Background: an optimization exercise with open tools, aiming at small area, a short achievable clock period and few clock cycles per item. Do not read the settings as production practice.
Where RTL was checked, it was by simulation tests only, not by an equivalence proof against the original.
Power figures rest on the tool's default switching activity, not on a simulated workload.

// invoke_id_remap_table_core
module invoke_id_remap_table_core #(
    parameter int unsigned TABLE_DEPTH = 16,
    parameter int unsigned ID_LIMIT    = 32767
) (
    input  logic                         clk,
    input  logic                         rst_n,
    input  logic [iirt_pkg::TDATA_W-1:0] s_tdata,
    input  logic [0:0]                   s_tuser,
    input  logic                         s_tvalid,
    output logic                         s_tready,
    output logic [iirt_pkg::TDATA_W-1:0] m_tdata,
    output logic [1:0]                   m_tuser,
    output logic                         m_tlast,
    output logic                         m_tvalid,
    input  logic                         m_tready
);
Size: roughly 1900 cells after synthesis, roughly 790 flip-flops, ~90 I/O pins.
clock: 5.0 ns
lec_check: 0
cap_margin: 20
core_margin: 2
core_utilization: 40
cts_cluster_diameter: 60
cts_cluster_size: 26
setup_slack_margin: 2.8
slew_margin: 20
standard.sh (not shown) runs the stock make flow with config.mk's settings and CLKGATE_MAP_FILE= SYNTH_SCRIPT=/design/flow/synth_recipe.tcl, a recipe that flattens the netlist after the stock synthesis.
==> flow/flow/run.sh <==
#!/bin/bash
# Layout flow: the standard flow (standard.sh) with two changes after
# synthesis, which itself runs unchanged:
#  - the input and output ports are buffered with buf_4 cells instead of the
#    default port buffer cell
#  - timing repair may resize a cell to any cell of the same function, not only
#    to one of the same footprint (MATCH_CELL_FOOTPRINT 0)
# Each step's full output goes to a log file of its own in this folder.
set -euo pipefail
EXTRA="'BUFFER_PORTS_ARGS=-buffer_cell sky130_fd_sc_hd__buf_4' MATCH_CELL_FOOTPRINT=0"
sed "s|\"\${@:-finish}\"|$EXTRA \"\${@:-finish}\"|" standard.sh > standard_extra.sh
grep -q "MATCH_CELL_FOOTPRINT=0" standard_extra.sh
bash standard.sh synth > synth.log 2>&1
bash standard_extra.sh finish > layout.log 2>&1
test -s out/final.def
Testbench counts at the start, summed over its fixed seeds: cycles 3,216, items 3,200.
Change:
SETUP_SLACK_MARGIN = 2.5   (was 2.8)
Result:
- critical path depth goes up by 6
- synthesized cell count does not change
- count of clock-buffer cells in the layout rises by 2
- design area fell by a few percent
- combinational power fell by roughly a tenth
Change:
PLACE_DENSITY = 0.7   (was unset)
SETUP_SLACK_MARGIN = 2.6   (was 2.5)
What happened: The new run produced a clean layout. Area after synthesis does not change. Global-route usage rose by 0.77 points. Die area stays the same. Worst setup slack is better by 8.9 ps. Clock-buffer cell count rose by 3. Final area rose by 1.3%. Clock power fell by about 4%.
Change:
==> flow/flow/run.sh (replaced) <==
#!/bin/bash
# Layout flow: the standard flow (standard.sh) with two changes after
# synthesis, which itself runs unchanged:
#  - the input and output ports are buffered with buf_2 cells instead of the
#    default port buffer cell
#  - timing repair may resize a cell to any cell of the same function, not only
#    to one of the same footprint (MATCH_CELL_FOOTPRINT 0)
# Each step's full output goes to a log file of its own in this folder.
set -euo pipefail
EXTRA="'BUFFER_PORTS_ARGS=-buffer_cell sky130_fd_sc_hd__buf_2' MATCH_CELL_FOOTPRINT=0"
sed "s|\"\${@:-finish}\"|$EXTRA \"\${@:-finish}\"|" standard.sh > standard_extra.sh
grep -q "MATCH_CELL_FOOTPRINT=0" standard_extra.sh
bash standard.sh synth > synth.log 2>&1
bash standard_extra.sh finish > layout.log 2>&1
test -s out/final.def
CTS_CLUSTER_DIAMETER = 70   (was 60)
CTS_CLUSTER_SIZE = 30   (was 26)
PLACE_DENSITY = unset   (was 0.7)
Worst hold slack improved by 91 ps.
Setup slack gets worse by 36 ps.
Wire length increases by 0.36%.
Synthesized cell count stays the same.
Power went down by 0.34%.
Flip-flop and latch count does not change.
Count of clock-buffer cells in the layout fell by 6.

---

## run A
Starting RTL as in the previous note.
Settings: LEC_CHECK=0, CAP_MARGIN=5, CORE_MARGIN=2, CORE_UTILIZATION=45, CTS_CLUSTER_DIAMETER=60, CTS_CLUSTER_SIZE=26, SETUP_SLACK_MARGIN=2.7, SLEW_MARGIN=5; clock period 5.0 ns.
==> flow/flow/run.sh <==
#!/bin/bash
# Layout flow: the standard flow (standard.sh) with two changes after
# synthesis, which itself runs unchanged:
#  - the input and output ports are buffered with buf_4 cells instead of the
#    default port buffer cell
#  - timing repair may resize a cell to any cell of the same function, not only
#    to one of the same footprint (MATCH_CELL_FOOTPRINT 0)
# Each step's full output goes to a log file of its own in this folder.
set -euo pipefail
EXTRA="'BUFFER_PORTS_ARGS=-buffer_cell sky130_fd_sc_hd__buf_4' MATCH_CELL_FOOTPRINT=0"
sed "s|\"\${@:-finish}\"|$EXTRA \"\${@:-finish}\"|" standard.sh > standard_extra.sh
grep -q "MATCH_CELL_FOOTPRINT=0" standard_extra.sh
bash standard.sh synth > synth.log 2>&1
bash standard_extra.sh finish > layout.log 2>&1
test -s out/final.def
Testbench counts of run A, summed over its fixed seeds: cycles 3,216, items 3,200.
Inputs modified between run A and run B:
# run A
export LEC_CHECK = 0
export CAP_MARGIN = 5
export CORE_MARGIN = 2
export CORE_UTILIZATION = 45
export CTS_CLUSTER_DIAMETER = 60
export CTS_CLUSTER_SIZE = 26
export SETUP_SLACK_MARGIN = 2.7
export SLEW_MARGIN = 5
create_clock -name core_clock -period 5.0 [get_ports {clk}]
# run B
export LEC_CHECK = 0
export CAP_MARGIN = 5
export CORE_MARGIN = 2
export CORE_UTILIZATION = 40
export CTS_CLUSTER_DIAMETER = 60
export CTS_CLUSTER_SIZE = 26
export SETUP_SLACK_MARGIN = 2.6
export SLEW_MARGIN = 5
create_clock -name core_clock -period 5.0 [get_ports {clk}]
Notes after the runs:
Between run B and run A, post-layout instance count excluding filler cells is lower for run A, run B comes in above that.
Power was higher in run A than in run B.
Met3 track demand over resource (higher): run A
On net switching share of the total power, run A tracks run B almost exactly.
Minimum clock period: lower on run B
Run B ends up with a routed wire length that is 0.62% higher than in run A.
Run B does better than run A on final setup slack of the worst path.
Lower non-clock buffer count among run B and run A: run B
Height of the die, run B and run A: lower on run A
[inputs] run C vs run B
# run B
export LEC_CHECK = 0
export CAP_MARGIN = 5
export CORE_MARGIN = 2
export CORE_UTILIZATION = 40
export CTS_CLUSTER_DIAMETER = 60
export CTS_CLUSTER_SIZE = 26
export SETUP_SLACK_MARGIN = 2.6
export SLEW_MARGIN = 5
create_clock -name core_clock -period 5.0 [get_ports {clk}]
# run C
export LEC_CHECK = 0
export CAP_MARGIN = 20
export CORE_MARGIN = 2
export CORE_UTILIZATION = 55
export CTS_CLUSTER_DIAMETER = 60
export CTS_CLUSTER_SIZE = 26
export SETUP_SLACK_MARGIN = 2.6
export SLEW_MARGIN = 20
create_clock -name core_clock -period 5.0 [get_ports {clk}]
Notes after the runs:
Across run B and run C, the outcome is the same: a clean finish for every run. ~same summed area of non-filler cells in the final layout in run B and run C. Comparing run C with run B, the synthesis-to-layout area growth came out essentially unchanged. In the flow results for run B and run C, the routability congestion estimate is larger on run B. From run C to run B, cts-stage hold buffer count did not move at all. dfrtp_2 as the library cell contributing the largest single delay on the critical path was reported by run B, and nor4_1 by run C.
Changes in run D relative to run C:
# run C
export LEC_CHECK = 0
export CAP_MARGIN = 20
export CORE_MARGIN = 2
export CORE_UTILIZATION = 55
export CTS_CLUSTER_DIAMETER = 60
export CTS_CLUSTER_SIZE = 26
export SETUP_SLACK_MARGIN = 2.6
export SLEW_MARGIN = 20
create_clock -name core_clock -period 5.0 [get_ports {clk}]
# run D
export LEC_CHECK = 0
export CAP_MARGIN = 20
export CORE_MARGIN = 2
export CORE_UTILIZATION = 45
export CTS_CLUSTER_DIAMETER = 60
export CTS_CLUSTER_SIZE = 26
export SETUP_SLACK_MARGIN = 2.7
export SLEW_MARGIN = 20
create_clock -name core_clock -period 5.0 [get_ports {clk}]
==> results.txt <==
Run D has completed all stages; timing, DRC and antenna checks passed. Compared with run C, run D shows a tightest hold margin that is 13 ps lower. Maximum fanout along the worst path down 14 in run D wrt run C. Cell area: run D and run C compared, higher one is run D. Going from run C to run D, critical path depth -7, relative slew slack -25 points, switching share of power +0.52 points, non-clock buffer share of cell area +0.19 points, global-route wire length before repair +2.4 mm. Via count across run D and run C: no real change. Run C has lower number of well-tap cells placed than run D. When the final numbers for run D and run C were put side by side, the logic gate share of total power turned out to be greater in run D.

---

Setup of alpha:
invoke_id_remap_table_core, a different RTL version from the one above (not shown whole).
Size in the first run: ~820 flip-flops, about 90 I/O pins.
## invoke_id_remap_table_core
module invoke_id_remap_table_core #(
    parameter int unsigned TABLE_DEPTH = 16,
    parameter int unsigned ID_LIMIT    = 32767
) (
    input  logic                         clk,
    input  logic                         rst_n,
    input  logic [iirt_pkg::TDATA_W-1:0] s_tdata,
    input  logic [0:0]                   s_tuser,
    input  logic                         s_tvalid,
    output logic                         s_tready,
    output logic [iirt_pkg::TDATA_W-1:0] m_tdata,
    output logic [1:0]                   m_tuser,
    output logic                         m_tlast,
    output logic                         m_tvalid,
    input  logic                         m_tready
);
    localparam int D   = TABLE_DEPTH;
    localparam int PW  = iirt_pkg::PORT_W;
    localparam int OW  = iirt_pkg::ORIG_W;
    localparam int GW  = iirt_pkg::GEN_W;
    localparam int PAD = iirt_pkg::TDATA_W - PW - OW - GW;
    localparam logic [GW-1:0] GEN_ONE = 1;
    localparam logic [GW-1:0] GEN_LIM = ID_LIMIT;
    logic          ir_v, ir_op;
    logic [PW-1:0] ir_port;
    logic [OW-1:0] ir_orig;
    logic [GW-1:0] ir_gen;
    logic [D-1:0]  v;
    logic [PW-1:0] t_port [0:D-1];
    logic [OW-1:0] t_orig [0:D-1];
    logic [GW-1:0] t_gen  [0:D-1];
    logic [GW-1:0] nid;      
    logic          b_v, b_op, b_full;
    logic          b_multi;  
    logic [GW-1:0] b_gen;
    logic [D-1:0]  b_sel;    
    logic          oval, olast;
    logic [1:0]    okind;
    logic [PW-1:0] oport;
    logic [OW-1:0] oorig;
    logic [GW-1:0] ogen;
    logic          sval, slast;
    logic [1:0]    skind;
    logic [PW-1:0] sport;
    logic [OW-1:0] sorig;
    logic [GW-1:0] sgen;
    logic          take, a_go, b_free, b_emit, b_last, full, oload;
    logic          m_multi, r_multi;
    logic [D-1:0]  m, psel, brem, shl;
    logic [1:0]    rkind;
    logic [PW-1:0] rport;
    logic [OW-1:0] rorig;
    function automatic logic multi(input logic [15:0] x);
        logic [7:0] a1, t1;
        logic [3:0] a2, t2;
        logic [1:0] a3, t3;
        for (int i = 0; i < 8; i++)
        begin
  ...
Settings: LEC_CHECK=0, CAP_MARGIN=20, CORE_MARGIN=2, CORE_UTILIZATION=40, SETUP_SLACK_MARGIN=1.0, SLEW_MARGIN=20; clock period 5.0 ns.
run.sh (not shown) runs the stock make flow with config.mk's settings and CLKGATE_MAP_FILE= SYNTH_SCRIPT=/design/flow/synth_recipe.tcl, a recipe that flattens the netlist after the stock synthesis.
Stock flow here: none of the scripts above is used.
diff inputs: alpha => beta
- SETUP_SLACK_MARGIN: 1.0 -> 2.0
- CTS_BUF_LIST: unset -> sky130_fd_sc_hd__clkbuf_4 sky130_fd_sc_hd__clkbuf_8
==> comparison <==
beta finished every stage and its layout cleared the timing, design-rule and antenna checks. beta: met1 wire length higher than alpha. beta vs. alpha: hold slack fell by 0.043 ns; internal power summed over all cells fell by about 3%; multi-input logic area rose by about 2.5%; total length of routed wires rose by 9.3%.
Function was not checked in any run of this note: the RTL went through the layout flow alone.

[static timing again, ports no longer ideal]
No port has a modelled driver above. Below, the same layouts with a new extraction and two added sets of constraints.
Step 1 (the two cells are an assumption about what drives the block):
set clk [get_ports {clk}]
set_driving_cell -lib_cell sky130_fd_sc_hd__clkbuf_16 $clk
set_driving_cell -lib_cell sky130_fd_sc_hd__buf_2 [delete_from_list [all_inputs] $clk]
Step 2 also shifts input and output timing later by t, the mid clock arrival at the registers, as if the neighbouring blocks saw the same clock.
a / b / c = no drivers / after step 1 / after step 2; a / b = the first two.
| run | t, ns | setup slack, ns | latest minus earliest clock arrival (ns) |
|---|---|---|---|
| the first run of note 1 | 0.692 | 2.605 / 2.545 / 2.018 | 0.056 / 0.055 |
| the second run of note 1 | 0.678 | 2.534 / 2.478 / 1.957 | 0.044 / 0.043 |
| the third run of note 1 | 0.674 | 2.543 / 2.521 / 1.901 | 0.047 / 0.047 |
| the fourth run of note 1 | 0.672 | 2.507 / 2.445 / 1.993 | 0.068 / 0.067 |
| run A | 0.698 | 2.568 / 2.505 / 2.012 | 0.055 / 0.056 |
| run B | 0.693 | 2.576 / 2.532 / 1.961 | 0.063 / 0.064 |
| run C | 0.679 | 2.559 / 2.503 / 1.904 | 0.048 / 0.047 |
| run D | 0.698 | 2.568 / 2.505 / 2.012 | 0.055 / 0.056 |
| alpha | 0.674 | 1.556 / 1.556 / 1.556 | 0.030 / 0.029 |
| beta | 0.809 | 2.007 / 2.007 / 2.007 | 0.029 / 0.030 |
After both steps setup and hold are still met in every run listed. For run C, which loses most, drivers alone change the setup slack by -0.056 ns; drivers and shift together by -0.655 ns.
